Background: an optimization exercise with open tools, aiming at a short achievable clock period and few clock cycles. Do not read the settings as production practice. Only simulation tests tie the RTL to the original design; equivalence was not proved. No activity file was given, so power comes from the tool's default toggle rates.

**run.sh**
```bash
#!/bin/bash
# synth_recipe.tcl (not shown) runs the flow's synth.tcl, then flattens the netlist and writes it again
# the make line also repeats each setting of config.mk as NAME=value (left out here)
make -C /OpenROAD-flow-scripts/flow DESIGN_CONFIG=/design/flow/config.mk WORK_HOME=/design/flow/orfs CLKGATE_MAP_FILE= SYNTH_SCRIPT=/design/flow/synth_recipe.tcl finish
```
**design.v**
```verilog
module puf_result_uploader #(
  parameter int         ADDR_WIDTH = 13,
  parameter int         DEPTH      = 512,
  parameter logic [7:0] HDR_BYTE   = 8'hA5
) (
  input  logic                  clk_1,
  input  logic                  rst,
  input  logic                  mem_we,
  input  logic [ADDR_WIDTH-1:0] mem_waddr,
  input  logic [7:0]            mem_din,
  input  logic                  test_done,
  input  logic                  rd_start,
  output logic                  out_valid,
  input  logic                  out_ready,
  output logic [7:0]            out_data,
  output logic                  out_last,
  output logic                  armed,
  output logic                  overflow
);
  localparam int AW = 9;    
  localparam int NG = 64;   
  logic st_cap, st_arm, st_h0, st_h1, st_h2, st_pay, st_cs, st_fin;
  logic sess_end;
  assign sess_end = st_fin & ~test_done;
  logic          we_q;
  logic [AW-1:0] wa_q;
  logic [7:0]    wd_q;
  always_ff @(posedge clk_1) begin
    we_q <= ~rst & st_cap & mem_we & ~|mem_waddr[ADDR_WIDTH-1:AW];
    wa_q <= mem_waddr[AW-1:0];
    wd_q <= mem_din;
  end
  logic [DEPTH-1:0][7:0] mem;
  for (genvar i = 0; i < DEPTH; i++) begin : g_ram
    always_ff @(posedge clk_1) begin
      if (we_q && wa_q == AW'(i)) mem[i] <= wd_q;
    end
  end
  logic [9:0] len, lenm1;
  logic       len_zero;
  always_ff @(posedge clk_1) begin
    if (rst || sess_end) len <= '0;
    else if (we_q && {1'b0, wa_q} >= len) len <= {1'b0, wa_q} + 10'd1;
    lenm1    <= len - 10'd1;
    len_zero <= (len == 10'd0);
  end
  always_ff @(posedge clk_1) begin
    if (rst || sess_end) overflow <= 1'b0;
    else if (st_cap && mem_we && |mem_waddr[ADDR_WIDTH-1:AW]) overflow <= 1'b1;
  end
  logic          rd_go;           
  logic [AW-1:0] ia;              
  logic          r1v;
  logic [AW-1:0] r1tag;
  logic [NG-1:0][7:0] r1, r1n;
  logic          itv;
  logic [AW-1:0] itag;
  logic [7:0]    item, item_n;
  for (genvar g = 0; g < NG; g++) begin : g_s1
    logic [7:0] a0, a1, a2, a3, b0, b1;
    assign a0 = ia[0] ? mem[g*8+1] : mem[g*8+0];
    assign a1 = ia[0] ? mem[g*8+3] : mem[g*8+2];
    assign a2 = ia[0] ? mem[g*8+5] : mem[g*8+4];
    assign a3 = ia[0] ? mem[g*8+7] : mem[g*8+6];
    assign b0 = ia[1] ? a1 : a0;
    assign b1 = ia[1] ? a3 : a2;
    assign r1n[g] = ia[2] ? b1 : b0;
  end
  logic [31:0][7:0] m5;
  logic [15:0][7:0] m4;
  logic [7:0][7:0]  m3;
  logic [3:0][7:0]  m2;
  logic [1:0][7:0]  m1;
  for (genvar k = 0; k < 32; k++) begin : g_m5
    assign m5[k] = r1tag[3] ? r1[2*k+1] : r1[2*k];
  end
  for (genvar k = 0; k < 16; k++) begin : g_m4
    assign m4[k] = r1tag[4] ? m5[2*k+1] : m5[2*k];
  end
  for (genvar k = 0; k < 8; k++) begin : g_m3
    assign m3[k] = r1tag[5] ? m4[2*k+1] : m4[2*k];
  end
  for (genvar k = 0; k < 4; k++) begin : g_m2
    assign m2[k] = r1tag[6] ? m3[2*k+1] : m3[2*k];
  end
  for (genvar k = 0; k < 2; k++) begin : g_m1
    assign m1[k] = r1tag[7] ? m2[2*k+1] : m2[2*k];
  end
  assign item_n = r1tag[8] ? m1[1] : m1[0];
  logic [AW-1:0] oc;        
  logic          lastp;     
  logic [7:0]    acc;       
  logic          hit, want, take, load_pay;
  assign hit      = itv && (itag == oc);
  assign take     = ~out_valid | out_ready;
  assign want     = (st_h2 & ~len_zero) | (st_pay & ~(out_valid & lastp));
  assign load_pay = want & hit & take;
  always_ff @(posedge clk_1) begin
    if (rst) begin
      rd_go <= 1'b0;
      r1v   <= 1'b0;
      itv   <= 1'b0;
    end else begin
      rd_go <= ~st_cap;
      r1v   <= rd_go;
      itv   <= r1v;
    end
    if (!rd_go)                ia <= '0;
    else if (hit && !load_pay) ia <= oc;
    else                       ia <= ia + AW'(1);
    r1tag <= ia;
    r1    <= r1n;
    itag  <= r1tag;
    item  <= item_n;
  end
  always_ff @(posedge clk_1) begin
    if (rst) begin
      st_cap    <= 1'b1;
      st_arm    <= 1'b0;
      st_h0     <= 1'b0;
      st_h1     <= 1'b0;
      st_h2     <= 1'b0;
      st_pay    <= 1'b0;
      st_cs     <= 1'b0;
      st_fin    <= 1'b0;
      armed     <= 1'b0;
      out_valid <= 1'b0;
      out_last  <= 1'b0;
    end else begin
      if (st_cap && test_done) begin
        st_cap <= 1'b0;
        st_arm <= 1'b1;
        armed  <= 1'b1;
      end
      if (st_arm && rd_start) begin
        st_arm    <= 1'b0;
        st_h0     <= 1'b1;
        armed     <= 1'b0;
        out_valid <= 1'b1;
      end
      if (st_h0 && out_ready) begin
        st_h0 <= 1'b0;
        st_h1 <= 1'b1;
      end
      if (st_h1 && out_ready) begin
        st_h1 <= 1'b0;
        st_h2 <= 1'b1;
      end
      if (st_h2 && out_ready) begin
        st_h2 <= 1'b0;
        if (len_zero) begin
          st_cs    <= 1'b1;
          out_last <= 1'b1;
        end else begin
          st_pay    <= 1'b1;
          out_valid <= hit;
        end
      end
      if (st_pay) begin
        if (out_valid && out_ready && lastp) begin
          st_pay   <= 1'b0;
          st_cs    <= 1'b1;
          out_last <= 1'b1;
        end else if (take) begin
          out_valid <= hit;
        end
      end
      if (st_cs && out_ready) begin
        st_cs     <= 1'b0;
        st_fin    <= 1'b1;
        out_valid <= 1'b0;
        out_last  <= 1'b0;
      end
      if (sess_end) begin
        st_fin <= 1'b0;
        st_cap <= 1'b1;
      end
    end
  end
  always_ff @(posedge clk_1) begin
    if (st_cap || st_arm) oc <= '0;
    else if (load_pay)    oc <= oc + AW'(1);
    if (load_pay) lastp <= ({1'b0, oc} == lenm1);
    if (st_h1)         acc <= {6'd0, len[9:8]} + len[7:0];
    else if (load_pay) acc <= acc + item;
    if (st_arm)                        out_data <= HDR_BYTE;
    else if (st_h0 && out_ready)       out_data <= {6'd0, len[9:8]};
    else if (st_h1 && out_ready)       out_data <= len[7:0];
    else if (load_pay)                 out_data <= item;
    else if ((st_h2 && out_ready && len_zero) ||
             (st_pay && out_valid && out_ready && lastp))
                                       out_data <= acc;
  end
endmodule
```
**constraint.sdc**
```tcl
create_clock -name core_clock -period 6.0 [get_ports {clk_1}]
set_input_delay 1.2000 -clock core_clock [delete_from_list [all_inputs] [get_ports {clk_1}]]
set_output_delay 1.2000 -clock core_clock [all_outputs]
set_load 0.01 [all_outputs]
```
**config.mk**
```make
export PLATFORM = sky130hd
export DESIGN_NAME = puf_result_uploader
export DESIGN_NICKNAME = puf_result_uploader
export VERILOG_FILES = /design/flow/design.v
export SDC_FILE = /design/flow/constraint.sdc
export NUM_CORES = 4
export LEC_CHECK = 0
export CAP_MARGIN = 20
export CORE_MARGIN = 2
export CORE_UTILIZATION = 40
export SLEW_MARGIN = 20
export SYNTH_MEMORY_MAX_BITS = 8192
```
==> impl_metrics.yaml, run 1 <==
synthesis:
  synth_edf_count: 4105
  seq_area_frac_synth_pct: 77.51
  synth_largest_area_cell: "edfxtp_1"
  synthTopCellsByArea: "edfxtp_1 70%, mux4_2 15%, dfxtp_1 7.1%, mux2_2 3.6%, nor2_1 1.2%"
  synth-main-ff-cell: "edfxtp_1"
  ys_seq_elements: 4722
  synth_warnings: 1
  async_flop_share_pct: 0
  yosysTopAreaCellShare_pct: 70.45
  synth.net_count: 7958
  synthDistinctLibCells: 59
  syn_area_um2: 175000
  synth.avg_cell_area_um2: 22.15
  synthCells: 7901
sta:
  period_share_pct: 65.93
  slew_headroom_pct: 19.75
  timing.final.crit_period_ns: 3.956
  hold_violations: 0
  tightest_slew_ns: 1.204
  rsz0062_at_grt: "no"
  fin_worst_skew_ns: 0.08075
  finalSetupViolCount: 0
  setup_tns_ns: 0
  slew_viol_final: 0
  fmax_mhz: 252.8
critical_path:
  cp_max_fo: 23
  cp_top_family: "simple AND/OR/NAND/NOR gates"
  worstPathArrival_ns: 4.52
  slowest_stage: "nand2_4"
  start_kind: "register"
  end_kind: "register"
  worst_path_largest_cell_delay_ns: 0.81
  path_class: "reg -> reg"
  worst-path-buf-inv: 1
  crit_chain: "nor2b_1 -> nand2_4 -> buf_4 -> nor2_1"
  required_ns: 6.57
place:
  finalWeightedCongestion: 0.8153
  dp_hpwl_mm: 235.2
  numPortBuffers: 38
  place_area_um2: 182500
global_routing:
  grt_max_degree: 212
  grt-ovfl-total: 0
  track_usage_pct: 18.14
  antenna_found_initial: 13
  grt_pass1_vias: 81560
  grt_pass1_wl_mm: 590.7
floorplanning:
  fp.coreArea_um2: 435100
  row_count: 242
  dieArea_um2: 442800
  chipWidth_um: 665.4
  initial_core_util_pct: 40.21
  ios: 39
  die_h_um: 665.4
worst_hold_path:
  min_path_type: "reg -> reg"
routing:
  dr.pass1.iters: 6
  vias: 78280
  vias_per_cell: 5.501
  antenna_left: 0
  drc: 0
  drt-total-wl_mm: 407.8
  dr.first_iter.drc_count: 8286
  wl_per_cell_um: 28.66
cells_and_area:
  mostFrequentLayoutCells: "4105 x edfxtp_1, 1152 x mux4_2, 602 x dfxtp_1"
  final_common_cell: "edfxtp_1"
  area_growth_pct: 13.35
  finish.instance_area_um2: 198300
  fin_nets: 8141
  drive_gt1_share_pct: 30.62
clocking:
  path_clk_slew_ns: 0.06
  cts_tree: "yes"
  clockBufferDepth: 4
  htreeDepth: 5
  cts_hold_buf: 0
  cts_resized: 0
  post_cts_buffers: 0
  cts-root-buf: "clkbuf_16"
  clk_latency_ns: 1.00
  clock-sinks: 4722
  cts_made_buffers: 455
pwr:
  irDropWorstVdd_mv: 0.2569
  p_per_area_nw_per_um2: 342.3
  p_leak_uw: 0.06043
status:
  status: "complete, no violations"
flow_run:
  max_cap_violations: 0
==> where the power goes <==
group | internal (uW) | switching (uW) | total [uW]
Clock | 17500 | 12400 | 29900
Combinational | 803 | 1210 | 2010
Sequential | 35800 | 188 | 36000
Total | 54100 | 13800 | 67900
==> cell families after synthesis <==
family | count (synthesis) | synth area share [%]
XOR/XNOR | 49 | 0.2646
buffers and inverters | 458 | 1.053
AO/OA/AOI/OAI | 118 | 0.4641
flip-flops | 4722 | 77.51
multiplexers | 1748 | 18.64
adder cells (fa/ha/maj) | 30 | 0.2231
AND/OR/NAND/NOR | 776 | 1.848
==> cells in the mapped netlist (all sizes together), types with 25 or more instances <==
cell / n
dfxtp: 617
edfxtp: 4105
o22ai: 25
xnor2: 43
buf: 162
mux2i: 32
clkbuf: 272
mux2: 564
ha: 28
nand2: 95
nor2: 554
mux4: 1152
==> layout make-up <==
class / instances / area [um^2]
fillers: 35440 / 236800
repair buffers: 160 / 1912
clock buffers: 627 / 12850
flip-flops and latches: 4722 / 135700
clock inverters: 238 / 2929
diodes: 4 / 10.01
multi-input cells: 2721 / 37690
inverters: 24 / 90.09
well taps: 5734 / 7174
==> per-stage QoR <==
stage	instances	worst slack (ns)	utilization, %	total power [uW]	hold slack, ns
finish	14230	2.044	45.58	67890	0.3334
global route	14230	1.935	45.58	69750	0.3461
CTS	14220	2.059	45.57	68440	0.3349
detailed placement	13360	2.101	41.94	38750	0.3194
global placement	13360	2.122	41.94	38710	0.3180
floorplan	7901	1.521	-	37930	0.3096
==> registers in the layout, indices dropped and copies added (netlist names), 8 cells and up <==
register  count
itag          9
len          10
oc            9
ia            9
r1          512
wa_q          9
item          8
acc           8
r1tag         9
lenm1        10
out_data      8
wd_q          8
mem        4096
==> layer usage <==
metal	track usage [%]	part of all wire (%)	vias to the layer above	wire, um
li1	-	-	32840	-
met1	25.03	41	42260	169200
met2	30.46	50	2635	203400
met3	2.733	6.2	543	25240
met4	4.280	2.4	2	9979
met5	0	0.0027	-	11
==> final timing paths <==
path         startpoint        end  slack, ns  depth (start not counted)
max             wa_q[3]  mem[3017]       2.04                          4
min            r1tag[0]    itag[0]       0.33                          0
max reg2reg     wa_q[3]  mem[3017]       2.04                          4
min reg2reg    r1tag[0]    itag[0]       0.33                          0
Testbench counts, summed over its fixed seeds: cycles 34,356.
==> run 2, diff against run 1 <==
--- a/design.v
+++ b/design.v
@@ -24,9 +24,14 @@
   assign sess_end = st_fin & ~test_done;
-  logic          we_q;
+  logic          we_ok, we_q;
   logic [AW-1:0] wa_q;
   logic [7:0]    wd_q;
+  logic [NG-1:0] wg_q;    
+  logic [7:0]    wb_q;    
+  assign we_ok = ~rst & st_cap & mem_we & ~|mem_waddr[ADDR_WIDTH-1:AW];
   always_ff @(posedge clk_1) begin
-    we_q <= ~rst & st_cap & mem_we & ~|mem_waddr[ADDR_WIDTH-1:AW];
+    we_q <= we_ok;
     wa_q <= mem_waddr[AW-1:0];
     wd_q <= mem_din;
+    for (int g = 0; g < NG; g++) wg_q[g] <= we_ok && (mem_waddr[AW-1:3] == 6'(g));
+    for (int b = 0; b < 8; b++)  wb_q[b] <= (mem_waddr[2:0] == 3'(b));
   end
@@ -35,3 +40,3 @@
     always_ff @(posedge clk_1) begin
-      if (we_q && wa_q == AW'(i)) mem[i] <= wd_q;
+      if (wg_q[i/8] && wb_q[i%8]) mem[i] <= wd_q;
     end
--- a/config.mk
+++ b/config.mk
@@ -9,3 +9,4 @@
 export CORE_MARGIN = 2
-export CORE_UTILIZATION = 40
+export CORE_UTILIZATION = 60
+export SETUP_SLACK_MARGIN = 3.5
 export SLEW_MARGIN = 20
==> run 2 against run 1 <==
Sequential share of layout area up 0.39 points. Via count grew 2.4%. Maximum frequency increased by 48%. Register-to-register slack improved by 1.3 ns. Utilization grew 22 points. Highest routed layer unchanged. First-iteration DRC count increased by 6.2%. Still clean on timing, DRC and antenna. Count of clock-buffer cells in the layout increased by 26. Die area is 32% lower. Routed wire length up 0.75%.
==> impl_metrics.yaml, run 2 <==
cells_and_area:
  area_growth_pct: 12.31
  top_regs: "mem x4096, r1 x512, wg_q x64"
  largest_reg_flops: 4096
  final_common_cell: "edfxtp_1"
  drive_gt1_share_pct: 30.63
  stdcell_count: 12570
  top_register: "mem"
  fin_util_pct: 67.81
  mostFrequentLayoutCells: "4105 x edfxtp_1, 1154 x mux4_2, 651 x dfxtp_1"
  fin_nets: 8260
place:
  dp_hpwl_mm: 233.9
  post-place-ws_ns: 2.119
  finalWeightedCongestion: 0.8677
  dpl.cell_count: 11620
  numPortBuffers: 38
synthesis:
  synth-main-ff-cell: "edfxtp_1"
  synth.net_count: 8023
  post-synth-top-count-cell: "edfxtp_1"
  async_flop_share_pct: 0
  synthTopCellsByArea: "edfxtp_1 69%, mux4_2 15%, dfxtp_1 7.8%, mux2_2 3.3%, and2_1 1.8%"
  seq_area_frac_synth_pct: 77.20
  synthCells: 7972
  synth_warnings: 1
  syn_area_um2: 177500
  synth.avg_cell_area_um2: 22.27
  ys_seq_elements: 4794
  synth_largest_area_cell: "edfxtp_1"
  synthDistinctLibCells: 61
  synth_edf_count: 4105
  ys_top_cells_by_count: "4105 x edfxtp_1, 1154 x mux4_2, 689 x dfxtp_1"
  yosysTopAreaCellShare_pct: 69.43
critical_path:
  cp_max_fo: 22
  r2r_cells: 5
  worst-path-buf-inv: 1
  cp_top_family: "simple AND/OR/NAND/NOR gates"
  start_kind: "register"
  reg2reg_slack_ns: 3.32
  required_ns: 6.89
  worst_path_largest_cell_delay_ns: 0.87
  crit_chain: "buf_4 -> nor2b_4 -> a221oi_1 -> o21ai_1 -> and4_1"
  cp-startpoint: "r1tag[5]"
  reg2reg_from: "r1tag[5]"
  path_class: "reg -> reg"
  end_kind: "register"
  worstPathArrival_ns: 3.57
  slowest_stage: "nor2b_4"
  reg2reg_to: "item[3]"
sta:
  fin_worst_skew_ns: 0.03371
  layout_setup_ws_ns: 3.323
  timing.final.crit_period_ns: 2.677
  slew_viol_final: 0
  setup_tns_ns: 0
  tightest_slew_ns: 1.262
  fmax_mhz: 373.6
  hold_violations: 0
  rsz0062_at_grt: "yes"
  finalSetupViolCount: 0
  period_share_pct: 44.61
  slew_headroom_pct: 15.84
worst_hold_path:
  min_path_type: "reg -> reg"
  worstHoldStart: "r1tag[1]"
  holdPathEnd: "itag[1]"
  hold-path-cell-count: 0
floorplanning:
  initial_core_util_pct: 60.38
  die_h_um: 548.0
  fp.coreArea_um2: 294100
  ios: 39
  row_count: 199
  chipWidth_um: 548.0
  dieArea_um2: 300300
clocking:
  clockBufferDepth: 4
  path_clk_slew_ns: 0.06
  clk_latency_ns: 0.96
  cts-root-buf: "clkbuf_16"
  htreeDepth: 5
  cts_made_buffers: 466
  cts_hold_buf: 0
  clock-sinks: 4794
  cts_tree: "yes"
global_routing:
  grt_max_degree: 197
  track_usage_pct: 27.60
  grt_pass1_wl_mm: 590.9
  antenna_found_initial: 38
  grt-ovfl-total: 0
  grt_pass1_vias: 80890
routing:
  vias: 80160
  vias_per_cell: 6.378
  dr.pass1.iters: 6
  antenna_left: 0
  drt-total-wl_mm: 410.9
  wl_per_cell_um: 32.69
  drc: 0
  dr.first_iter.drc_count: 8802
pwr:
  irDropWorstVdd_mv: 0.2945
  total_power_uw: 67890
  p_leak_uw: 0.06232
  p_per_area_nw_per_um2: 340.5
flow_run:
  max_cap_violations: 0
status:
  status: "complete, no violations"
==> run 2: cell types whose count changed after synthesis, sizes merged, moves of 11 or more <==
cell | before | now
mux2i | 32 | 51
o22ai | 25 | 3
nor2 | 554 | 101
dfxtp | 617 | 689
and2 | 8 | 519
clkbuf | 272 | 261
a221oi | 0 | 14
nand2 | 95 | 62
mux2 | 564 | 516
==> run 2: routing by layer <==
layer / vias up / global-route usage [%] / share of wire (%)
met5: - / 0 / 0.0063
met4: 4 / 6.027 / 2.1
met3: 517 / 4.334 / 7.7
met2: 3079 / 43.77 / 49
met1: 43250 / 41.40 / 41
li1: 33310 / - / -
==> run 2: logic make-up after synthesis <==
group | count (synthesis) | share of synthesized area, %
xor gates and xnor gates | 50 | 0.2551
adders and majority gates | 24 | 0.1776
buffers and inverters | 437 | 0.9859
DFF | 4794 | 77.20
AOI/OAI and AO/OA | 142 | 0.5814
and+or+nand+nor | 804 | 2.605
muxes | 1721 | 18.20
==> run 2: how the worst max path moves through the flow <==
stage	to	depth (start not counted)	slack, ns
global route	item[3]	5	3.31
detailed placement	out_data[7]	6	2.12
floorplan	mem[0]	0	3.24
global placement	oc[8]	6	2.15
finish	item[3]	5	3.32
CTS	out_data[1]	1	3.30
==> run 2: report_power, final <==
part / leakage [uW] / internal (uW) / switching [uW]
combinational: 0.0120 / 826 / 1210
clock: 0.00763 / 17100 / 12200
sequential: 0.0427 / 36300 / 221
==> run 2: per-stage QoR <==
stage	area, um^2	hold slack [ns]
2_1_floorplan	177600	0.3096
3_3_place_gp	182700	0.3109
3_5_place_dp	182700	0.3135
4_1_cts	199100	0.3275
5_1_grt	199400	0.3373
6_report	199400	0.3268
==> run 2: repair_timing <==
item	CTS	global route
pin swaps	2	4
resized for setup	146	36
setup buffers	32	2
cloned	5	0
setup endpoints to repair	1525	157
==> run 2: cell type report <==
cell class              instances  area, um^2
flip-flops and latches       4794      137200
fillers                     18400       94650
multi-input cells            2741       39100
clock buffers                 653       13150
well taps                    3919        4903
repair buffers                185        2597
clock inverters               235        2344
inverters                      21       86.33
diodes                         20       50.05
==> run 2: worst register-to-register path, stage by stage, from the launching register on <==
cell,delay [ns]
dfxtp_1,0.32
buf_4,0.42
nor2b_4,0.88
a221oi_1,0.20
o21ai_1,0.49
and4_1,0.32
Testbench counts of run 2, summed over its fixed seeds: cycles 34,356.
==> run 3, diff against run 2 <==
--- a/design.v
+++ b/design.v
@@ -24,14 +24,19 @@
   assign sess_end = st_fin & ~test_done;
-  logic          we_ok, we_q;
-  logic [AW-1:0] wa_q;
-  logic [7:0]    wd_q;
-  logic [NG-1:0] wg_q;    
-  logic [7:0]    wb_q;    
-  assign we_ok = ~rst & st_cap & mem_we & ~|mem_waddr[ADDR_WIDTH-1:AW];
+  logic                  we0;
+  logic [ADDR_WIDTH-1:0] wa0;
+  logic [7:0]            wd0;
+  logic                  in0;     
   always_ff @(posedge clk_1) begin
-    we_q <= we_ok;
-    wa_q <= mem_waddr[AW-1:0];
-    wd_q <= mem_din;
-    for (int g = 0; g < NG; g++) wg_q[g] <= we_ok && (mem_waddr[AW-1:3] == 6'(g));
-    for (int b = 0; b < 8; b++)  wb_q[b] <= (mem_waddr[2:0] == 3'(b));
+    we0 <= ~rst & st_cap & mem_we;
+    wa0 <= mem_waddr;
+    wd0 <= mem_din;
+  end
+  assign in0 = we0 & ~|wa0[ADDR_WIDTH-1:AW];
+  logic [NG-1:0] wg1;
+  logic [7:0]    wb1;
+  logic [7:0]    wd1;
+  always_ff @(posedge clk_1) begin
+    for (int g = 0; g < NG; g++) wg1[g] <= in0 && (wa0[AW-1:3] == 6'(g));
+    for (int b = 0; b < 8; b++)  wb1[b] <= (wa0[2:0] == 3'(b));
+    wd1 <= wd0;
   end
@@ -40,3 +45,3 @@
     always_ff @(posedge clk_1) begin
-      if (wg_q[i/8] && wb_q[i%8]) mem[i] <= wd_q;
+      if (wg1[i/8] && wb1[i%8]) mem[i] <= wd1;
     end
@@ -47,3 +52,3 @@
     if (rst || sess_end) len <= '0;
-    else if (we_q && {1'b0, wa_q} >= len) len <= {1'b0, wa_q} + 10'd1;
+    else if (in0 && {1'b0, wa0[AW-1:0]} >= len) len <= {1'b0, wa0[AW-1:0]} + 10'd1;
     lenm1    <= len - 10'd1;
@@ -57,39 +62,24 @@
   logic [AW-1:0] ia;              
-  logic          r1v;
-  logic [AW-1:0] r1tag;
+  logic          v0, v1, v2, itv;
+  logic [AW-1:0] t0, t1, t2, itag;
+  logic [7:0]    s1, s2, s3;      
   logic [NG-1:0][7:0] r1, r1n;
-  logic          itv;
-  logic [AW-1:0] itag;
+  logic [7:0][7:0]    r2, r2n;
   logic [7:0]    item, item_n;
   for (genvar g = 0; g < NG; g++) begin : g_s1
-    logic [7:0] a0, a1, a2, a3, b0, b1;
-    assign a0 = ia[0] ? mem[g*8+1] : mem[g*8+0];
-    assign a1 = ia[0] ? mem[g*8+3] : mem[g*8+2];
-    assign a2 = ia[0] ? mem[g*8+5] : mem[g*8+4];
-    assign a3 = ia[0] ? mem[g*8+7] : mem[g*8+6];
-    assign b0 = ia[1] ? a1 : a0;
-    assign b1 = ia[1] ? a3 : a2;
-    assign r1n[g] = ia[2] ? b1 : b0;
+    always_comb begin
+      r1n[g] = '0;
+      for (int k = 0; k < 8; k++) r1n[g] = r1n[g] | (mem[g*8+k] & {8{s1[k]}});
+    end
   end
-  logic [31:0][7:0] m5;
-  logic [15:0][7:0] m4;
-  logic [7:0][7:0]  m3;
-  logic [3:0][7:0]  m2;
-  logic [1:0][7:0]  m1;
-  for (genvar k = 0; k < 32; k++) begin : g_m5
-    assign m5[k] = r1tag[3] ? r1[2*k+1] : r1[2*k];
+  for (genvar j = 0; j < 8; j++) begin : g_s2
+    always_comb begin
+      r2n[j] = '0;
+      for (int k = 0; k < 8; k++) r2n[j] = r2n[j] | (r1[j*8+k] & {8{s2[k]}});
+    end
   end
-  for (genvar k = 0; k < 16; k++) begin : g_m4
-    assign m4[k] = r1tag[4] ? m5[2*k+1] : m5[2*k];
+  always_comb begin
+    item_n = '0;
+    for (int k = 0; k < 8; k++) item_n = item_n | (r2[k] & {8{s3[k]}});
   end
-  for (genvar k = 0; k < 8; k++) begin : g_m3
-    assign m3[k] = r1tag[5] ? m4[2*k+1] : m4[2*k];
-  end
-  for (genvar k = 0; k < 4; k++) begin : g_m2
-    assign m2[k] = r1tag[6] ? m3[2*k+1] : m3[2*k];
-  end
-  for (genvar k = 0; k < 2; k++) begin : g_m1
-    assign m1[k] = r1tag[7] ? m2[2*k+1] : m2[2*k];
-  end
-  assign item_n = r1tag[8] ? m1[1] : m1[0];
   logic [AW-1:0] oc;        
@@ -105,8 +95,12 @@
       rd_go <= 1'b0;
-      r1v   <= 1'b0;
-      itv   <= 1'b0;
+      v0  <= 1'b0;
+      v1  <= 1'b0;
+      v2  <= 1'b0;
+      itv <= 1'b0;
     end else begin
       rd_go <= ~st_cap;
-      r1v   <= rd_go;
-      itv   <= r1v;
+      v0  <= rd_go;
+      v1  <= v0 & rd_go;
+      v2  <= v1 & rd_go;
+      itv <= v2 & rd_go;
     end
@@ -115,6 +109,12 @@
     else                       ia <= ia + AW'(1);
-    r1tag <= ia;
-    r1    <= r1n;
-    itag  <= r1tag;
-    item  <= item_n;
+    t0 <= ia;
+    for (int k = 0; k < 8; k++) s1[k] <= (ia[2:0] == 3'(k));
+    t1 <= t0;
+    r1 <= r1n;
+    for (int k = 0; k < 8; k++) s2[k] <= (t0[5:3] == 3'(k));
+    t2 <= t1;
+    r2 <= r2n;
+    for (int k = 0; k < 8; k++) s3[k] <= (t1[8:6] == 3'(k));
+    itag <= t2;
+    item <= item_n;
   end
==> run 3 against run 2 <==
Clock skew increased by 0.00080 ns. Register-to-register slack gained 0.18 ns. Largest cell class unchanged. Still clean on timing, DRC and antenna. Die area is 4.6% lower. Global-route usage is 4.0 points higher. Non-clock buffer count fell by 14. Worst setup slack gained 0.045 ns. Utilization decreased by 0.24 points. Critical path type is now reg -> out. Sequential power is 3% higher. Sequential cell count increased by 120. Routed wire length rose by 11%. Sequential share of layout area rose by 4.6 points. Area after synthesis is 4.7% lower. Largest power group unchanged.
==> impl_metrics.yaml, run 3 <==
synthesis:
  synth.net_count: 9522
  synthTopCellsByArea: "edfxtp_1 73%, a22oi_1 10%, dfxtp_1 9.6%, nand4_1 2.2%, and2_1 1.9%"
  yosysTopAreaCellShare_pct: 72.81
  post-synth-top-count-cell: "edfxtp_1"
  synth-main-ff-cell: "edfxtp_1"
  ys_seq_elements: 4914
  async_flop_share_pct: 0
  syn_area_um2: 169300
  synthCells: 9461
  synth.avg_cell_area_um2: 17.89
  synth_largest_area_cell: "edfxtp_1"
  synth_edf_count: 4105
  synthDistinctLibCells: 56
  ys_top_cells_by_count: "4105 x edfxtp_1, 2338 x a22oi_1, 809 x dfxtp_1"
  synth_warnings: 1
  seq_area_frac_synth_pct: 82.38
worst_hold_path:
  min_path_type: "reg -> reg"
  worstHoldStart: "wd0[0]"
clocking:
  htreeDepth: 5
  cts_made_buffers: 476
  cts-root-buf: "clkbuf_16"
  clock-sinks: 4914
  cts_hold_buf: 0
  clockBufferDepth: 4
  path_clk_slew_ns: 0.06
  cts_tree: "yes"
  clk_latency_ns: 0.97
floorplanning:
  die_h_um: 535.2
  initial_core_util_pct: 60.13
  fp.coreArea_um2: 281600
  ios: 39
  dieArea_um2: 286400
  row_count: 195
  chipWidth_um: 535.2
global_routing:
  track_usage_pct: 31.63
  grt_pass1_wl_mm: 652.5
  grt-ovfl-total: 0
  grt_max_degree: 208
  grt_pass1_vias: 88700
  antenna_found_initial: 33
routing:
  wl_per_cell_um: 33.45
  wl_met1_mm: 188.0
  met2_length_mm: 216.6
  drc: 0
  top_layer: "met5"
  dr.pass1.iters: 7
  vias: 92180
  dr.first_iter.drc_count: 11610
  wl_met3_mm: 42.68
  vias_per_cell: 6.732
  antenna_left: 0
  drt-total-wl_mm: 458.0
cells_and_area:
  top_register: "mem"
  drive_gt1_share_pct: 9.554
  area_growth_pct: 12.38
  final_common_cell: "edfxtp_1"
  largest_reg_flops: 4096
  fin_nets: 9564
  mostFrequentLayoutCells: "4105 x edfxtp_1, 2338 x a22oi_1, 763 x dfxtp_1"
  fill_cells: 18690
  top_regs: "mem x4096, r1 x512"
  fin_util_pct: 67.57
sta:
  finalSetupViolCount: 0
  layout_setup_ws_ns: 3.368
  rsz0062_at_grt: "yes"
  timing.final.crit_period_ns: 2.632
  fmax_mhz: 380.0
  fin_worst_skew_ns: 0.03451
  tightest_slew_ns: 1.225
  hold_violations: 0
  slew_viol_final: 0
  period_share_pct: 43.86
  slew_headroom_pct: 18.34
  setup_tns_ns: 0
critical_path:
  required_ns: 4.80
  reg2reg_from: "wb1[0]"
  path_class: "reg -> out"
  slowest_stage: "dfxtp_4"
  crit_chain: "buf_6"
  worst_path_largest_cell_delay_ns: 0.36
  worst-path-buf-inv: 1
  end_kind: "output pin"
  start_kind: "register"
  cp_top_family: "flip-flops"
  worstPathArrival_ns: 1.43
  cp_max_fo: 2
  cp-startpoint: "out_data[0]"
pwr:
  total_power_uw: 69530
  p_leak_uw: 0.05951
  p_per_area_nw_per_um2: 365.5
  irDropWorstVdd_mv: 0.3180
place:
  post-place-ws_ns: 2.099
  dp_hpwl_mm: 250.7
  finalWeightedCongestion: 0.8495
  numPortBuffers: 38
flow_run:
  max_cap_violations: 0
status:
  status: "complete, no violations"
## run 3: cell count changes after synthesis, sizes merged, moves of 10 or more
cell and delta:
a22oi +2329, mux4 -1154, nand4 +580, mux2 -514
clkbuf +310, dfxtp +120, buf -119, mux2i -46
a221oi -13, nor2 +11, ha +10
## run 3: layout make-up
type | instances | area [um^2] | share of cell area (%)
clock inverters | 241 | 2779 | 1.461
inverters | 29 | 108.9 | 0.05722
diodes | 26 | 65.06 | 0.03420
flip-flops and latches | 4914 | 139600 | 73.38
repair buffers | 171 | 2123 | 1.116
multi-input cells | 3911 | 27440 | 14.43
clock buffers | 657 | 13430 | 7.060
well taps | 3743 | 4683 | 2.462
## run 3: metrics by stage
| step | instance area (um^2) | hold WS [ns] | std cells |
|---|---|---|---|
| after global routing | 190200 | 0.3255 | 13670 |
| after floorplan | 169300 | 0.3089 | 9461 |
| after CTS | 190200 | 0.3242 | 13670 |
| final | 190200 | 0.3240 | 13690 |
| after global placement | 173800 | 0.3104 | 12760 |
| after detailed placement | 173800 | 0.3118 | 12760 |
## run 3: final timing paths
path	to	slack (ns)	cells after the start
worst max register to register	mem[2241]	3.50	2
worst min register to register	wd1[0]	0.32	0
worst min-delay path	wd1[0]	0.32	0
worst max-delay path	out_data[0]	3.37	1
## run 3: cells by family after synthesis
| family | share of synthesized area (%) |
|---|---|
| AOI/OAI and AO/OA | 10.70 |
| DFF | 82.38 |
| adders and majority gates | 0.2602 |
| xor gates and xnor gates | 0.3104 |
| and+or+nand+nor | 4.883 |
| buffers and inverters | 1.425 |
| muxes | 0.04287 |
## run 3: power breakdown
part,internal [uW],switching [uW],leakage (uW)
registers,37200,292,0.0437
logic,342,1060,0.00789
clock network,18100,12600,0.00796
total,55600,13900,0.0595
## run 3: timing repair
| action | in CTS | in global routing |
|---|---|---|
| resized for setup | 77 | 8 |
| pin swaps | 1 | 0 |
| buffers inserted | 8 | 0 |
| endpoints found under the setup margin | 317 | 36 |
| cloned | 0 | 0 |
## run 3: per-layer routing
metal	vias up	GRT usage [%]
met5	-	0
li1	38820	-
met2	4761	49.28
met1	47990	47.31
met3	607	4.802
met4	8	8.356
Testbench counts of run 3, summed over its fixed seeds: cycles 34,452.
==> run 4, diff against run 3 <==
--- a/config.mk
+++ b/config.mk
@@ -10,2 +10,3 @@
 export CORE_UTILIZATION = 60
+export GPL_TIMING_DRIVEN = 0
 export SETUP_SLACK_MARGIN = 3.5
==> run 4 against run 3 <==
Now fails the layout checks on antenna rules. Largest power group unchanged. Die area unchanged. Worst setup slack got worse by 0.17 ns. Area after synthesis unchanged. Critical path depth increased by 5. Via count increased by 15%. Maximum frequency decreased by 6.2%. Clock power decreased by 1%.
==> impl_metrics.yaml, run 4 <==
status:
  status: "failed layout checks"
  so_faults: "antenna rules"
place:
  dp_hpwl_mm: 423.0
  dpl.cell_count: 13430
  place_area_um2: 179600
  finalWeightedCongestion: 0.9579
  post-place-ws_ns: 2.207
  numPortBuffers: 37
clocking:
  cts-root-buf: "clkbuf_16"
  clock-sinks: 4914
  path_clk_slew_ns: 0.07
  cts_made_buffers: 473
  htreeDepth: 5
  clk_latency_ns: 1.06
  clockBufferDepth: 4
  cts_tree: "yes"
critical_path:
  reg2reg_slack_ns: 3.19
  cp-startpoint: "s2[1]"
  reg2reg_to: "r2[19]"
  r2r_cells: 6
  cp_max_fo: 13
  endpoint: "r2[19]"
  start_kind: "register"
  reg2reg_from: "s2[1]"
  end_kind: "register"
  worstPathArrival_ns: 3.51
  required_ns: 6.71
  path_class: "reg -> reg"
routing:
  vias_per_cell: 7.320
  antenna_left: 1
  dr.pass1.iters: 7
  drc: 0
  dr.first_iter.drc_count: 19540
  vias: 105900
  wl_per_cell_um: 44.14
  drt-total-wl_mm: 638.3
worst_hold_path:
  min_path_type: "reg -> reg"
cells_and_area:
  fin_nets: 10240
  finish.instance_area_um2: 196400
  area_growth_pct: 15.99
  mostFrequentLayoutCells: "4105 x edfxtp_1, 2335 x a22oi_1, 786 x dfxtp_1"
  regArea_um2: 139500
  drive_gt1_share_pct: 13.60
  top_register: "mem"
  fill_cells: 18210
  multi_input_area_um2: 27570
  largest_reg_flops: 4096
  final_common_cell: "edfxtp_1"
  top_regs: "mem x4096, r1 x512"
  stdcell_count: 14460
synthesis:
  ys_seq_elements: 4914
  synth_largest_area_cell: "edfxtp_1"
  synthTopCellsByArea: "edfxtp_1 73%, a22oi_1 10%, dfxtp_1 9.6%, nand4_1 2.2%, and2_1 1.9%"
  synth_edf_count: 4105
  yosysTopAreaCellShare_pct: 72.81
  ys_top_cells_by_count: "4105 x edfxtp_1, 2338 x a22oi_1, 809 x dfxtp_1"
  synthCells: 9461
  syn_area_um2: 169300
  seq_area_frac_synth_pct: 82.38
  async_flop_share_pct: 0
  synth.net_count: 9522
  synth_warnings: 1
  synthDistinctLibCells: 56
  synth.avg_cell_area_um2: 17.89
  post-synth-top-count-cell: "edfxtp_1"
  synth-main-ff-cell: "edfxtp_1"
sta:
  setup_tns_ns: 0
  layout_setup_ws_ns: 3.195
  hold_violations: 0
  slew_viol_final: 0
  tightest_slew_ns: 1.296
  fin_worst_skew_ns: 0.05852
  rsz0062_at_grt: "yes"
  period_share_pct: 46.76
  slew_headroom_pct: 13.57
  finalSetupViolCount: 0
  timing.final.crit_period_ns: 2.805
  fmax_mhz: 356.5
floorplanning:
  row_count: 195
  die_h_um: 535.2
  initial_core_util_pct: 60.13
  dieArea_um2: 286400
  chipWidth_um: 535.2
  ios: 39
  fp.coreArea_um2: 281600
global_routing:
  grt-ovfl-total: 0
  grt_max_degree: 82
  track_usage_pct: 44.15
  antenna_found_initial: 112
  grt_pass1_wl_mm: 839.8
  grt_pass1_vias: 96180
pwr:
  irDropWorstVdd_mv: 0.2869
  p_per_area_nw_per_um2: 355.0
  total_power_uw: 69700
  p_leak_uw: 0.06298
flow_run:
  max_cap_violations: 0
run 4: repair_timing:
action | CTS | global route
buffers inserted | 8 | 3
resized for setup | 293 | 151
hold buffers | 0 | 0
pin swaps | 8 | 5
endpoints found under the setup margin | 2487 | 303
cloned | 0 | 0
run 4: how the worst min path moves through the flow:
stage / from / end / slack (ns) / cells after the start
global placement: t0[2] / t1[2] / 0.31 / 0
global route: t0[6] / t1[6] / 0.33 / 0
detailed placement: t2[2] / itag[2] / 0.31 / 0
CTS: wd0[2] / wd1[2] / 0.33 / 0
floorplan: wd0[0] / wd1[0] / 0.31 / 0
finish: wd0[2] / wd1[2] / 0.32 / 0
run 4: area by class of cell:
class	count	share of cell area [%]
tap	3743	2.385
clock inverter	218	1.120
inverter	29	0.05544
buffer	607	1.567
multi-input combinational	3911	14.04
sequential	4914	71.05
clock buffer	680	6.925
antenna	119	0.1517
timing repair buffer	241	2.706
run 4: per-stage QoR:
stage / utilization, % / hold WS (ns)
finish: 69.74 / 0.3239
global route: 69.65 / 0.3275
CTS: 69.57 / 0.3258
detailed placement: 63.77 / 0.3121
global placement: 61.93 / 0.3103
floorplan: - / 0.3089
run 4: power breakdown:
group / internal (uW) / total [uW] / switching [uW] / leakage (uW)
clock: 17500 / 30300 / 12800 / 0.00779
sequential: 37200 / 37400 / 275 / 0.0436
combinational: 479 / 1920 / 1450 / 0.0115
run 4: logic make-up (layout without fill, tap and decap cells):
family | Yosys count | count (layout) | synth area share [%]
other | 0 | 119 | 0
AND/OR/NAND/NOR | 1393 | 1393 | 4.883
buffers and inverters | 636 | 1775 | 1.425
multiplexers | 7 | 7 | 0.04287
flip-flops | 4914 | 4914 | 82.38
adder cells (fa/ha/maj) | 34 | 34 | 0.2602
AO/OA/AOI/OAI | 2423 | 2423 | 10.70
XOR/XNOR | 54 | 54 | 0.3104
run 4: routing by layer:
metal | GRT usage [%] | vias up | part of all wire (%) | routed length (um)
li1 | - | 40390 | - | -
met1 | 58.66 | 53750 | 34 | 219600
met2 | 62.39 | 9709 | 43 | 272300
met3 | 16.79 | 1963 | 16 | 101800
met4 | 26.06 | 48 | 7.0 | 44460
met5 | 0 | - | 0.048 | 307
run 4: critical path, cell delays in order (launching register included):
cell and delay [ns]:
dfxtp_1 0.29, clkbuf_2 0.11, buf_12 0.17, clkbuf_2 0.38, buf_12 0.30, a22oi_1 0.54
nand4_1 0.61
==> run 5, diff against run 4 <==
--- a/design.v
+++ b/design.v
@@ -24,12 +24,10 @@
   assign sess_end = st_fin & ~test_done;
-  logic                  we0;
-  logic [ADDR_WIDTH-1:0] wa0;
-  logic [7:0]            wd0;
-  logic                  in0;     
+  logic          in0;
+  logic [AW-1:0] wa0;
+  logic [7:0]    wd0;
   always_ff @(posedge clk_1) begin
-    we0 <= ~rst & st_cap & mem_we;
-    wa0 <= mem_waddr;
+    in0 <= ~rst & st_cap & mem_we & ~|mem_waddr[ADDR_WIDTH-1:AW];
+    wa0 <= mem_waddr[AW-1:0];
     wd0 <= mem_din;
   end
-  assign in0 = we0 & ~|wa0[ADDR_WIDTH-1:AW];
   logic [NG-1:0] wg1;
@@ -52,3 +50,3 @@
     if (rst || sess_end) len <= '0;
-    else if (in0 && {1'b0, wa0[AW-1:0]} >= len) len <= {1'b0, wa0[AW-1:0]} + 10'd1;
+    else if (in0 && {1'b0, wa0} >= len) len <= {1'b0, wa0} + 10'd1;
     lenm1    <= len - 10'd1;
--- a/config.mk
+++ b/config.mk
@@ -10,3 +10,2 @@
 export CORE_UTILIZATION = 60
-export GPL_TIMING_DRIVEN = 0
 export SETUP_SLACK_MARGIN = 3.5
==> run 5 against run 4 <==
Now clean on timing, DRC and antenna. Area after synthesis hardly changed. Total power is 0.80% lower. Non-clock buffer count is 669 lower. Synthesized cell count hardly changed. Utilization is 2.2 points lower. Combinational power is 29% lower. Design area is 3.2% lower. Maximum frequency is 7.5% higher. Sequential cell count is 4 lower. Critical path depth is 5 lower. Die area hardly changed. Critical path type is now reg -> out. Largest cell class unchanged. Largest power group unchanged.
==> impl_metrics.yaml, run 5 <==
synthesis:
  synth_edf_count: 4105
  synth-main-ff-cell: "edfxtp_1"
  synth.avg_cell_area_um2: 17.90
  ys_seq_elements: 4910
  synth_warnings: 1
  post-synth-top-count-cell: "edfxtp_1"
  synthCells: 9456
  seq_area_frac_synth_pct: 82.35
  async_flop_share_pct: 0
  synthTopCellsByArea: "edfxtp_1 73%, a22oi_1 10%, dfxtp_1 9.5%, nand4_1 2.2%, and2_1 1.9%"
  synth_largest_area_cell: "edfxtp_1"
  ys_top_cells_by_count: "4105 x edfxtp_1, 2338 x a22oi_1, 805 x dfxtp_1"
  yosysTopAreaCellShare_pct: 72.82
  syn_area_um2: 169300
  synth.net_count: 9517
  synthDistinctLibCells: 59
status:
  status: "complete, no violations"
place:
  dpl.cell_count: 12750
  dp_hpwl_mm: 247.0
  finalWeightedCongestion: 0.8473
  post-place-ws_ns: 2.244
  numPortBuffers: 38
global_routing:
  met1_usage_pct: 47.16
  grt_max_degree: 194
  grt_pass1_wl_mm: 652.4
  grt-ovfl-total: 0
  antenna_found_initial: 40
  grtUsageMet2_pct: 48.54
  grt_busiest_layer: "met2"
  grt_pass1_vias: 89090
  track_usage_pct: 31.67
  met3_usage_pct: 5.111
floorplanning:
  dieArea_um2: 286400
  initial_core_util_pct: 60.12
  fp.coreArea_um2: 281600
  chipWidth_um: 535.1
  row_count: 195
  die_h_um: 535.1
  ios: 39
cells_and_area:
  fin_nets: 9564
  fill_cells: 18860
  final_common_cell: "edfxtp_1"
  largest_reg_flops: 4096
  top_regs: "mem x4096, r1 x512"
  top_register: "mem"
  stdcell_count: 13730
  mostFrequentLayoutCells: "4105 x edfxtp_1, 2338 x a22oi_1, 756 x dfxtp_1"
  drive_gt1_share_pct: 9.399
  area_growth_pct: 12.31
routing:
  drt-total-wl_mm: 458.3
  vias_per_cell: 6.736
  dr.first_iter.drc_count: 12320
  wl_per_cell_um: 33.39
  drc: 0
  antenna_left: 0
  dr.pass1.iters: 6
  vias: 92450
sta:
  whs_ns: 0.3238
  timing.final.crit_period_ns: 2.610
  fin_worst_skew_ns: 0.04376
  fmax_mhz: 383.1
  rsz0062_at_grt: "yes"
  hold_violations: 0
  slew_viol_final: 0
  period_share_pct: 43.50
  finalSetupViolCount: 0
  slew_headroom_pct: 11.55
  setup_tns_ns: 0
  layout_setup_ws_ns: 3.390
  tightest_slew_ns: 1.327
critical_path:
  end_kind: "output pin"
  worstPathArrival_ns: 1.41
  cp_max_fo: 2
  cp_top_family: "flip-flops"
  required_ns: 4.80
  worst-path-buf-inv: 1
  r2r_cells: 2
  worst_path_largest_cell_delay_ns: 0.36
  slowest_stage: "dfxtp_2"
  crit_chain: "buf_6"
  path_class: "reg -> out"
  start_kind: "register"
  cp.depth: 1
clocking:
  htreeDepth: 5
  clk_latency_ns: 0.99
  clockBufferDepth: 4
  cts_made_buffers: 477
  cts_tree: "yes"
  cts-root-buf: "clkbuf_16"
  clock-sinks: 4910
  path_clk_slew_ns: 0.07
pwr:
  irDropWorstVdd_mv: 0.2996
  p_per_area_nw_per_um2: 363.7
  power.share.clock_pct: 43.9
  p_int_uw: 55240
  power_switching_uw: 13900
  seqPwrFrac_pct: 54.1
  total_power_uw: 69140
  sw_frac_of_total_pct: 20.11
  p_leak_uw: 0.05939
  pwr-share-comb_pct: 2.0
worst_hold_path:
  min_path_type: "reg -> reg"
  hold-path-cell-count: 0
flow_run:
  max_cap_violations: 0
-- run 5: changes by cell type in the layout (fill, tap and decap cells not counted), sizes merged, moves of 8 or more --
cell and change:
o21ai -8, clkdlybuf4s15 -13, clkinv +16, diode -64, nor3 -8, buf -102
nand3 +12, bufinv +12, clkbuf -573, mux2i +9, nand2 -25
-- run 5: kinds of logic (layout without fill, tap and decap cells) --
family          Yosys count  in the layout  share of synthesized area (%)
buf+inv                 639           1110                          1.423
other cells               0             55                              0
mux                      18             18                         0.1094
compound gates         2425           2425                          10.73
simple gates           1381           1381                          4.882
fa+ha+maj                34             34                         0.2602
flops                  4910           4910                          82.35
xor+xnor                 49             49                         0.2535
-- run 5: layer usage --
metal,up-vias,wire [um]
li1,38920,-
met1,48050,188200
met2,4768,214400
met3,711,42510
met4,10,13180
met5,-,67
-- run 5: through the flow --
stage	utilization, %	cell area [um^2]
after floorplan	-	169300
after global placement	61.73	173800
after detailed placement	61.73	173800
after CTS	67.46	189900
after global routing	67.47	190000
final	67.52	190100
-- run 5: final timing paths --
kind / startpoint / endpoint / slack, ns
max reg2reg: wb1[6] / mem[4083] / 3.49
min reg2reg: wd0[6] / wd1[6] / 0.32
max: out_data[3] / out_data[3] / 3.39
min: wd0[6] / wd1[6] / 0.32
-- run 5: layout make-up --
type / count / area [um^2] / share of cell area (%)
tap: 3743 / 4683 / 2.464
clock buffer: 661 / 13280 / 6.987
timing repair buffer: 179 / 2157 / 1.135
sequential: 4910 / 139500 / 73.40
multi-input combinational: 3907 / 27520 / 14.48
inverter: 28 / 106.4 / 0.05594
antenna: 55 / 137.6 / 0.07240
clock inverter: 242 / 2680 / 1.410
-- run 5: power by group through the flow --
stage | clock, uW | combinational (uW) | sequential (uW)
finish | 30300 | 1370 | 37400
global route | 31900 | 1460 | 37400
CTS | 30600 | 1360 | 37400
detailed placement | 0 | 1340 | 38100
global placement | 0 | 1310 | 38200
floorplan | 0 | 517 | 38200
-- run 5: what timing repair did --
item	CTS	global route
gates resized for setup	80	12
endpoints found under the setup margin	680	29
buffers inserted	12	1
pin swaps	1	1
hold buffers	0	0
Testbench counts of run 5, summed over its fixed seeds: cycles 34,452.
==> run 6, diff against run 5 <==
--- a/config.mk
+++ b/config.mk
@@ -10,3 +10,3 @@
 export CORE_UTILIZATION = 60
-export SETUP_SLACK_MARGIN = 3.5
+export SETUP_SLACK_MARGIN = 3.42
 export SLEW_MARGIN = 20
==> run 6 against run 5 <==
Sequential cell count is the same. Synthesized cell count is the same. Die area is the same.
==> impl_metrics.yaml, run 6 <==
floorplanning:
  row_count: 195
  fp.coreArea_um2: 281600
  dieArea_um2: 286400
  ios: 39
  initial_core_util_pct: 60.12
  chipWidth_um: 535.1
  die_h_um: 535.1
synthesis:
  ys_seq_elements: 4910
  post-synth-top-count-cell: "edfxtp_1"
  synth_edf_count: 4105
  synth-main-ff-cell: "edfxtp_1"
  seq_area_frac_synth_pct: 82.35
  async_flop_share_pct: 0
  synth.net_count: 9517
  syn_area_um2: 169300
  synth.avg_cell_area_um2: 17.90
  synth_warnings: 1
  yosysTopAreaCellShare_pct: 72.82
  synthCells: 9456
  ys_top_cells_by_count: "4105 x edfxtp_1, 2338 x a22oi_1, 805 x dfxtp_1"
  synth_largest_area_cell: "edfxtp_1"
  synthDistinctLibCells: 59
  synthTopCellsByArea: "edfxtp_1 73%, a22oi_1 10%, dfxtp_1 9.5%, nand4_1 2.2%, and2_1 1.9%"
sta:
  layout_setup_ws_ns: 3.386
  timing.final.crit_period_ns: 2.614
  rsz0062_at_grt: "yes"
  period_share_pct: 43.57
  slew_headroom_pct: 13.72
  slew_viol_final: 0
  hold_violations: 0
  setup_tns_ns: 0
  tightest_slew_ns: 1.294
  fin_worst_skew_ns: 0.04088
  fmax_mhz: 382.5
  finalSetupViolCount: 0
pwr:
  power.share.clock_pct: 43.9
  pwr-share-comb_pct: 2.0
  p_leak_uw: 0.05939
  p_per_area_nw_per_um2: 363.8
  irDropWorstVdd_mv: 0.3009
  total_power_uw: 69140
  p_int_uw: 55240
  power_switching_uw: 13900
  seqPwrFrac_pct: 54.1
  sw_frac_of_total_pct: 20.10
routing:
  dr.first_iter.drc_count: 12540
  vias_per_cell: 6.754
  drc: 0
  wl_per_cell_um: 33.45
  dr.pass1.iters: 6
  vias: 92580
  drt-total-wl_mm: 458.5
  antenna_left: 0
critical_path:
  slowest_stage: "dfxtp_2"
  crit_chain: "buf_6"
  required_ns: 4.80
  end_kind: "output pin"
  start_kind: "register"
  worst-path-buf-inv: 1
  path_class: "reg -> out"
  cp_top_family: "flip-flops"
  worstPathArrival_ns: 1.41
  cp_max_fo: 2
  worst_path_largest_cell_delay_ns: 0.36
place:
  finalWeightedCongestion: 0.8473
  numPortBuffers: 38
  dp_hpwl_mm: 247.0
  post-place-ws_ns: 2.244
  place_area_um2: 173800
worst_hold_path:
  min_path_type: "reg -> reg"
clocking:
  clockBufferDepth: 4
  cts_tree: "yes"
  cts_hold_buf: 0
  cts-root-buf: "clkbuf_16"
  clock-sinks: 4910
  htreeDepth: 5
  cts_made_buffers: 477
  clk_latency_ns: 0.98
  path_clk_slew_ns: 0.07
cells_and_area:
  mostFrequentLayoutCells: "4105 x edfxtp_1, 2338 x a22oi_1, 757 x dfxtp_1"
  final_common_cell: "edfxtp_1"
  largest_reg_flops: 4096
  top_regs: "mem x4096, r1 x512"
  drive_gt1_share_pct: 9.368
  area_growth_pct: 12.28
  top_register: "mem"
  finish.instance_area_um2: 190000
  fin_nets: 9564
flow_run:
  max_cap_violations: 0
global_routing:
  grt_pass1_wl_mm: 652.3
  grt_max_degree: 194
  grt-ovfl-total: 0
  antenna_found_initial: 40
  grt_pass1_vias: 89090
  track_usage_pct: 31.66
status:
  status: "complete, no violations"
run 6: cell types whose count changed in the layout (fill, tap and decap cells not counted), sizes merged:
| cell | change |
|---|---|
| diode | -17 |
run 6: final timing paths:
| kind | from | endpoint | slack [ns] | cells after the start |
|---|---|---|---|---|
| setup / recovery | out_data[3] | out_data[3] | 3.39 | 1 |
| hold reg to reg | wd0[5] | wd1[5] | 0.32 | 0 |
| setup reg to reg | wb1[0] | mem[1475] | 3.46 | 2 |
| hold / removal | wd0[5] | wd1[5] | 0.32 | 0 |
run 6: power by group through the flow:
| stage | registers, uW | logic (uW) | clock network, uW |
|---|---|---|---|
| 2_1_floorplan | 38200 | 517 | 0 |
| 3_3_place_gp | 38200 | 1310 | 0 |
| 3_5_place_dp | 38100 | 1340 | 0 |
| 4_1_cts | 37400 | 1360 | 30600 |
| 5_1_grt | 37400 | 1460 | 31900 |
| 6_report | 37400 | 1370 | 30300 |
run 6: timing repair:
item,4_1_cts,5_1_grt
setup buffers,10,3
setup endpoints to repair,152,27
pin swaps,0,1
resized for setup,79,10
run 6: layout make-up:
class	instances	area [um^2]
Fill cell	18860	91510
Antenna cell	38	95.09
Clock buffer	661	13280
Tap cell	3743	4683
Timing Repair Buffer	179	2153
Inverter	28	106.4
Clock inverter	242	2680
Sequential cell	4910	139500
Multi-Input combinational cell	3907	27510
run 6: logic make-up after synthesis:
family                   after synthesis  share of synthesized area [%]
flip-flops                          4910                          82.35
AND/OR/NAND/NOR                     1381                          4.882
multiplexers                          18                         0.1094
XOR/XNOR                              49                         0.2535
AO/OA/AOI/OAI                       2425                          10.73
adder cells (fa/ha/maj)               34                         0.2602
buffers and inverters                639                          1.423
run 6: layer usage:
metal / share of wire (%) / up-vias / GRT usage, % / wire length (um)
met4: 2.8 / 14 / 10.14 / 12950
met5: 0.022 / - / 0 / 99
met2: 47 / 4784 / 48.54 / 215300
met1: 41 / 48210 / 47.16 / 187200
li1: - / 38890 / - / -
met3: 9.4 / 690 / 5.111 / 42960
run 6: per-stage QoR:
| step | hold WS [ns] | std cells | utilization [%] |
|---|---|---|---|
| 4_1_cts | 0.3245 | 13670 | 67.45 |
| 5_1_grt | 0.3268 | 13680 | 67.47 |
| 3_5_place_dp | 0.3121 | 12750 | 61.73 |
| 3_3_place_gp | 0.3105 | 12750 | 61.73 |
| 6_report | 0.3237 | 13710 | 67.50 |
| 2_1_floorplan | 0.3089 | 9456 | - |
==> run 7, diff against run 6 <==
==> flow/run.sh (new file) <==
#!/bin/bash
# The standard layout (standard.sh, unchanged synthesis), with two resizer settings:
#  * the port buffers are buf_4 cells (left to itself, buffer_ports may pick a delay cell);
#  * gate sizing may swap cells whose footprints differ (MATCH_CELL_FOOTPRINT=0).
# The whole make output goes to flow.log here; ORFS's per-step logs stay under orfs/logs.
set -euo pipefail
export BUFFER_PORTS_ARGS="-buffer_cell sky130_fd_sc_hd__buf_4"
bash standard.sh MATCH_CELL_FOOTPRINT=0 finish > flow.log 2>&1
==> standard.sh (new file) <==
#!/bin/bash
# synth_recipe.tcl (not shown) runs the flow's synth.tcl, then flattens the netlist and writes it again
# the make line also repeats each setting of config.mk as NAME=value (left out here)
make -C /OpenROAD-flow-scripts/flow DESIGN_CONFIG=/design/flow/config.mk WORK_HOME=/design/flow/orfs CLKGATE_MAP_FILE= SYNTH_SCRIPT=/design/flow/synth_recipe.tcl "${@:-finish}"
--- a/config.mk
+++ b/config.mk
@@ -10,3 +10,4 @@
 export CORE_UTILIZATION = 60
-export SETUP_SLACK_MARGIN = 3.42
+export GPL_TIMING_DRIVEN = 0
+export SETUP_SLACK_MARGIN = 3.5
 export SLEW_MARGIN = 20
removed: run.sh
==> run 7 against run 6 <==
Still clean. Clock skew grew 0.0089 ns. Maximum frequency decreased by 7.5%. Area after synthesis did not move. Register-to-register slack worse by 0.29 ns. Critical path depth increased by 3. Worst setup slack got worse by 0.21 ns. Final cell count rose by 5.3%. Largest cell class unchanged.
==> impl_metrics.yaml, run 7 <==
place:
  numPortBuffers: 36
  finalWeightedCongestion: 0.9553
  dp_hpwl_mm: 409.0
sta:
  finalSetupViolCount: 0
  period_share_pct: 47.09
  fin_worst_skew_ns: 0.04983
  timing.final.crit_period_ns: 2.825
  slew_viol_final: 0
  fmax_mhz: 354.0
  rsz0062_at_grt: "yes"
  tightest_slew_ns: 1.257
  slew_headroom_pct: 16.17
  setup_tns_ns: 0
  hold_violations: 0
status:
  status: "complete, no violations"
synthesis:
  synthDistinctLibCells: 59
  ys_seq_elements: 4910
  synth_largest_area_cell: "edfxtp_1"
  synthTopCellsByArea: "edfxtp_1 73%, a22oi_1 10%, dfxtp_1 9.5%, nand4_1 2.2%, and2_1 1.9%"
  synth.avg_cell_area_um2: 17.90
  yosysTopAreaCellShare_pct: 72.82
  ys_top_cells_by_count: "4105 x edfxtp_1, 2338 x a22oi_1, 805 x dfxtp_1"
  syn_area_um2: 169300
  synth.net_count: 9517
  synth_edf_count: 4105
  synth_warnings: 1
  async_flop_share_pct: 0
  synth-main-ff-cell: "edfxtp_1"
  synthCells: 9456
  post-synth-top-count-cell: "edfxtp_1"
  seq_area_frac_synth_pct: 82.35
critical_path:
  worstPathArrival_ns: 3.71
  r2r_cells: 4
  end_kind: "register"
  required_ns: 6.88
  reg2reg_to: "wg1[17]"
  path_class: "reg -> reg"
  cp_max_fo: 10
  reg2reg_from: "wa0[3]"
  reg2reg_slack_ns: 3.17
  start_kind: "register"
pwr:
  irDropWorstVdd_mv: 0.3371
  p_per_area_nw_per_um2: 358.2
  p_leak_uw: 0.06300
global_routing:
  track_usage_pct: 42.70
  grt-ovfl-total: 0
  grt_max_degree: 89
  grt_pass1_wl_mm: 818.1
  antenna_found_initial: 101
  grt_pass1_vias: 95610
cells_and_area:
  top_regs: "mem x4096, r1 x512"
  fill_cells: 18240
  mostFrequentLayoutCells: "4105 x edfxtp_1, 2337 x a22oi_1, 783 x dfxtp_1"
  area_growth_pct: 15.91
  top_register: "mem"
  final_common_cell: "edfxtp_1"
  fin_util_pct: 69.68
  drive_gt1_share_pct: 14.17
  fin_nets: 10220
  largest_reg_flops: 4096
routing:
  dr.pass1.iters: 7
  drc: 0
  wl_per_cell_um: 42.88
  drt-total-wl_mm: 618.6
  vias: 104200
  vias_per_cell: 7.219
  dr.first_iter.drc_count: 19130
  antenna_left: 0
floorplanning:
  chipWidth_um: 535.1
  row_count: 195
  die_h_um: 535.1
  fp.coreArea_um2: 281600
  ios: 39
  initial_core_util_pct: 60.12
  dieArea_um2: 286400
clocking:
  htreeDepth: 5
  clock-sinks: 4910
  cts_tree: "yes"
  cts_made_buffers: 472
  cts_hold_buf: 0
  clockBufferDepth: 4
  clk_latency_ns: 1.01
  path_clk_slew_ns: 0.06
  cts-root-buf: "clkbuf_16"
worst_hold_path:
  min_path_type: "in -> reg"
  hold-path-cell-count: 1
  holdPathEnd: "wd0[1]"
  worstHoldStart: "mem_din[1]"
flow_run:
  max_cap_violations: 0
run 7: cell counts after synthesis:
Identical to the previous run, type by type.
run 7: kinds of logic (layout without fill, tap and decap cells):
| group | after synthesis | count (layout) | share of synthesized area, % |
|---|---|---|---|
| DFF | 4910 | 4910 | 82.35 |
| AOI/OAI and AO/OA | 2425 | 2425 | 10.73 |
| and+or+nand+nor | 1381 | 1381 | 4.882 |
| buffers and inverters | 639 | 1768 | 1.423 |
| xor gates and xnor gates | 49 | 49 | 0.2535 |
| adders and majority gates | 34 | 34 | 0.2602 |
| muxes | 18 | 18 | 0.1094 |
| other | 0 | 100 | 0 |
run 7: per-stage QoR:
step	setup WS (ns)	hold slack [ns]	instance area, um^2	instances	power, uW
floorplan	3.236	0.3089	169300	9456	38690
global placement	0.5646	0.3092	174300	13240	39790
detailed placement	2.754	0.3121	178900	13420	39890
CTS	3.312	0.2681	195700	14320	70050
global route	3.299	0.3005	196000	14340	71500
finish	3.175	0.3094	196200	14430	70270
run 7: power by group:
part / leakage, uW / internal [uW] / switching (uW)
registers: 0.0436 / 37100 / 235
clock network: 0.00798 / 18100 / 12800
logic: 0.0114 / 488 / 1470
run 7: worst max-delay path, stage by stage (launching register included):
cell and delay (ns):
dfxtp_1 0.37, buf_1 0.58, nor2b_1 0.64, nand2_2 0.75, nor2_1 0.38
run 7: area by class of cell:
type | instances | area (um^2) | area share, %
Clock inverter | 220 | 2608 | 1.329
Inverter | 28 | 108.9 | 0.05548
Timing Repair Buffer | 232 | 4851 | 2.473
Multi-Input combinational cell | 3907 | 27610 | 14.07
Tap cell | 3743 | 4683 | 2.387
Buffer | 611 | 2998 | 1.528
Antenna cell | 100 | 250.2 | 0.1275
Clock buffer | 677 | 13650 | 6.955
Sequential cell | 4910 | 139400 | 71.07
run 7: layer usage:
metal | vias to the layer above | GRT usage [%] | wire, um | share of wire [%]
met5 | - | 0 | 241 | 0.039
met3 | 1940 | 13.49 | 90150 | 15
met2 | 8870 | 60.46 | 266700 | 43
met4 | 31 | 28.20 | 45660 | 7.4
li1 | 40360 | - | - | -
met1 | 52950 | 57.31 | 215900 | 35
run 7: how the worst max path moves through the flow:
stage	start	endpoint	depth (start not counted)
3_3_place_gp	s1[3]	r1[176]	5
4_1_cts	out_valid	out_valid	1
2_1_floorplan	wd1[0]	mem[0]	0
5_1_grt	wa0[3]	wg1[17]	4
3_5_place_dp	s1[1]	r1[332]	6
6_report	wa0[3]	wg1[17]	4
run 7: repair_timing:
action                                   CTS  global route
buffers inserted                          10             5
endpoints found under the hold margin      0             0
resized for setup                        715           129
endpoints found under the setup margin  2342           323
pin swaps                                  6             9

what the ideal ports hide:
The flow's constraints put no driver on any port. The routed layouts listed below were extracted and timed again, unchanged, in two steps.
Step 1 sets driving cells, clkbuf_16 on the clock port and buf_2 on the other inputs (assumed; they add their load-dependent delay and slew).
Step 2, shift: input delay + t, output delay - t, t = (earliest + latest rising clock arrival at the registers) / 2. This alone moves slack from input paths to output paths.
Three values: ideal, step 1, step 2; two values: the first two.
run | t, ns | slack for setup (ns) | worst setup path after step 2 | clock arrival spread, ns | worst slew at a driven data input, ns
run 1 | 1.066 | 2.044 / 2.044 / 2.044 | register to register | 0.084 / 0.084 | 0.04
run 2 | 1.040 | 3.323 / 3.267 / 2.558 | input to register | 0.038 / 0.038 | 0.05
run 3 | 1.047 | 3.368 / 3.272 / 2.946 | input to register | 0.045 / 0.045 | 0.04
run 4 | 1.131 | 3.195 / 3.195 / 2.569 | input to register | 0.062 / 0.062 | 0.04
run 5 | 1.060 | 3.390 / 3.293 / 2.786 | input to register | 0.048 / 0.048 | 0.06
run 6 | 1.059 | 3.386 / 3.287 / 2.799 | input to register | 0.048 / 0.047 | 0.06
run 7 | 1.105 | 3.175 / 3.175 / 2.622 | input to register | 0.054 / 0.054 | 0.10
For run 2, which loses most, drivers alone change the setup slack by -0.056 ns; drivers and shift together by -0.765 ns.
